Source: an optimization exercise on an open RTL-to-GDS flow (aim: small area, a short achievable clock period and few clock cycles per item). Production flows keep margins and buffers that such runs may drop.
No activity file was given, so power comes from the tool's default toggle rates.

Setup of the baseline:
// band_topk_balanced_selector
module band_topk_balanced_selector (
    input  logic                 i_clk,
    input  logic                 i_rst_n,
    input  logic                 i_in_valid,
    output logic                 o_in_ready,
    input  logic [33:0]          i_in_data,
    output logic                 o_out_valid,
    input  logic                 i_out_ready,
    output logic [18:0]          o_out_data,
    input  logic                 i_cfg_valid,
    output logic                 o_cfg_ready,
    input  logic [bts_pkg::CFG_IDX_W-1:0] i_cfg_index,
    input  logic [bts_pkg::BAND_W-1:0]    i_cfg_data
);
make LEC_CHECK=0 ABC_CLOCK_PERIOD_IN_PS=4000 CAP_MARGIN=20 CORE_MARGIN=2 CORE_UTILIZATION=40 SETUP_SLACK_MARGIN=4.0 SLEW_MARGIN=20 finish   # period 8.0 ns
run.sh (not shown) runs the stock make flow with config.mk's settings and CLKGATE_MAP_FILE= SYNTH_SCRIPT=/design/flow/synth_recipe.tcl, a recipe that flattens the netlist after the stock synthesis.
The baseline finished every step from synthesis to the final layout, and the layout passed the timing, design-rule and antenna checks.
### the baseline -> the candidate
--- a/flow/design.v
+++ b/flow/design.v
@@ -89,28 +89,36 @@
     input  logic [33:0]          i_in_data,
     output logic                 o_out_valid,
     input  logic                 i_out_ready,
     output logic [18:0]          o_out_data,
     input  logic                 i_cfg_valid,
     output logic                 o_cfg_ready,
     input  logic [bts_pkg::CFG_IDX_W-1:0] i_cfg_index,
     input  logic [bts_pkg::BAND_W-1:0]    i_cfg_data
 );
     localparam int NS = bts_pkg::HEAP_SLOTS;    
     localparam int NP = 2 * NS;                 
+    function automatic logic key_lt(input logic [14:0] a, input logic [14:0] b);
+        logic r;
+        r = 1'b0;
+        for (int k = 0; k < 15; k++) begin
+            r = (!a[k] && b[k]) || (!(a[k] && !b[k]) && r);
+        end
+        key_lt = r;
+    endfunction
     logic [bts_pkg::BAND_W-1:0] r_band_low, r_band_high;
     logic        r_txv;           
     logic        r_tx_ins;        
     logic        r_tx_drain;      
     logic        r_tx_neg;        
-    logic [14:0] r_tx_key;        
+    logic [14:0] r_tx_key [2];    
     logic [15:0] r_tx_idx;
     logic [14:0] r_key [2][NS];
     logic [15:0] r_idx [2][NS];
     logic        r_used [2][NS];
     logic        r_dbusy;
     logic        r_mask [NP];     
     logic [3:0]  r_rem [2];
     logic        r_out_valid;
     logic [18:0] r_out;
     logic        w_exec;
     logic        w_out_free;
@@ -139,27 +147,30 @@
         end else if (w_acc) begin
             r_txv <= w_keep;
         end else if (w_exec) begin
             r_txv <= 1'b0;
         end
     end
     always_ff @(posedge i_clk) begin
         if (w_acc) begin
             r_tx_ins   <= (w_kind == bts_pkg::KIND_OFFER);
             r_tx_drain <= (w_kind == bts_pkg::KIND_DRAIN);
             r_tx_neg   <= w_score[15];
-            r_tx_key   <= w_score[15] ? ~w_score[14:0] : w_score[14:0];
             r_tx_idx   <= i_in_data[15:0];
         end
     end
     always_ff @(posedge i_clk) begin
+        if (w_acc && !w_score[15]) r_tx_key[0] <= w_score[14:0];
+        if (w_acc && w_score[15])  r_tx_key[1] <= ~w_score[14:0];
+    end
+    always_ff @(posedge i_clk) begin
         if (!i_rst_n) begin
             r_band_low  <= bts_pkg::BAND_LOW_RST;
             r_band_high <= bts_pkg::BAND_HIGH_RST;
         end else if (i_cfg_valid) begin
             if (i_cfg_index == bts_pkg::CFG_BAND_LOW) begin
                 r_band_low <= i_cfg_data;
             end else begin
                 r_band_high <= i_cfg_data;
             end
         end
     end
@@ -167,32 +178,32 @@
     assign w_do_ins   = w_exec && r_tx_ins;
     assign w_do_drain = w_exec && r_tx_drain;
     assign w_do_clear = w_exec && !r_tx_ins && !r_tx_drain;
     logic w_worse [2][NS];
     logic w_rwl   [2][NS];
     logic w_gl    [2][NS];
     logic w_gr    [2][NS];
     logic w_path  [2][NS];
     always_comb begin
         for (int h = 0; h < 2; h++) begin
             for (int i = 0; i < NS; i++) begin
-                w_worse[h][i] = !r_used[h][i] || (r_key[h][i] < r_tx_key);
+                w_worse[h][i] = !r_used[h][i] || key_lt(r_key[h][i], r_tx_key[h]);
                 w_rwl[h][i]   = 1'b0;
                 w_gl[h][i]    = 1'b0;
                 w_gr[h][i]    = 1'b0;
                 w_path[h][i]  = 1'b0;
             end
             for (int c = 0; c < NS; c++) begin
                 if (2 * c + 2 < NS) begin
                     w_rwl[h][c] = r_used[h][2*c+1] &&
-                                  (!r_used[h][2*c+2] || (r_key[h][2*c+2] < r_key[h][2*c+1]));
+                                  (!r_used[h][2*c+2] || key_lt(r_key[h][2*c+2], r_key[h][2*c+1]));
                     w_gl[h][c]  = w_worse[h][2*c+1] && !w_rwl[h][c];
                     w_gr[h][c]  = w_worse[h][2*c+1] ? w_rwl[h][c] : w_worse[h][2*c+2];
                 end else if (2 * c + 1 < NS) begin
                     w_gl[h][c]  = w_worse[h][2*c+1];
                 end
             end
             w_path[h][0] = w_do_ins && (r_tx_neg == h[0]) && w_worse[h][0];
             for (int c = 0; c < NS; c++) begin
                 if (2 * c + 1 < NS) w_path[h][2*c+1] = w_path[h][c] && w_gl[h][c];
                 if (2 * c + 2 < NS) w_path[h][2*c+2] = w_path[h][c] && w_gr[h][c];
             end
@@ -201,23 +212,23 @@
     always_ff @(posedge i_clk) begin
         for (int h = 0; h < 2; h++) begin
             for (int i = 0; i < NS; i++) begin
                 if (w_path[h][i]) begin
                     if (w_gl[h][i]) begin
                         r_key[h][i] <= r_key[h][(2*i+1) % NS];
                         r_idx[h][i] <= r_idx[h][(2*i+1) % NS];
                     end else if (w_gr[h][i]) begin
                         r_key[h][i] <= r_key[h][(2*i+2) % NS];
                         r_idx[h][i] <= r_idx[h][(2*i+2) % NS];
                     end else begin
-                        r_key[h][i] <= r_tx_key;
+                        r_key[h][i] <= r_tx_key[h];
                         r_idx[h][i] <= r_tx_idx;
                     end
                 end
             end
         end
     end
     always_ff @(posedge i_clk) begin
         for (int h = 0; h < 2; h++) begin
             for (int i = 0; i < NS; i++) begin
                 if (!i_rst_n || w_do_clear) begin
                     r_used[h][i] <= 1'b0;
==> run notes <==
- Lower number of storage elements in the synthesis netlist goes to the baseline over the candidate.
- Total number of cells along the worst setup path was higher in the candidate than in the baseline.
- In the final design statistics, the candidate uses more standard cells in total than the baseline.
- Summary of the candidate over the baseline: adder and majority cell fraction of the synthesized area now smaller; number of clock sinks now sits higher; final area has increased; sequential share of layout area went up 0.61 points; overall die height decreased about 2.6%.
- After detailed routing, the baseline needs less wire than the candidate.
- Diff the baseline -> the candidate: initial antenna violation count moved up, leakage power moved down, slew at the pin closest to its max-slew limit moved down.
Function was not checked in any run of this note: the RTL went through the layout flow alone.

## static timing again, ports no longer ideal
Ports are ideal in the flow. The routed layouts listed here were re-timed in OpenROAD. Step 1 assumes that a clkbuf_16 drives the clock port and a buf_2 every other input. Step 2 adds t to the input delays and takes it off the output delays; t is the mean of the earliest and latest rising clock arrival at the registers after step 1. Input paths then give back, and output paths get back, about the clock's delay inside the block. Three values: ideal ports, drivers, drivers and shift; two values: the first two.
| run | shift t [ns] | setup WS [ns] | clock arrival spread, ns | slew at the worst register clock pin (ns) | worst slew at a driven data input, ns |
|---|---|---|---|---|---|
| the baseline | 0.726 | 4.010 / 4.010 / 3.481 | 0.035 / 0.035 | 0.07 / 0.07 | 0.08 |
| the candidate | 0.719 | 3.907 / 3.907 / 3.488 | 0.035 / 0.036 | 0.07 / 0.07 | 0.08 |
After both steps setup and hold are still met in every run listed. The setup slack of the baseline, which loses most, moves by 0.000 ns with the drivers and by -0.529 ns with both steps.
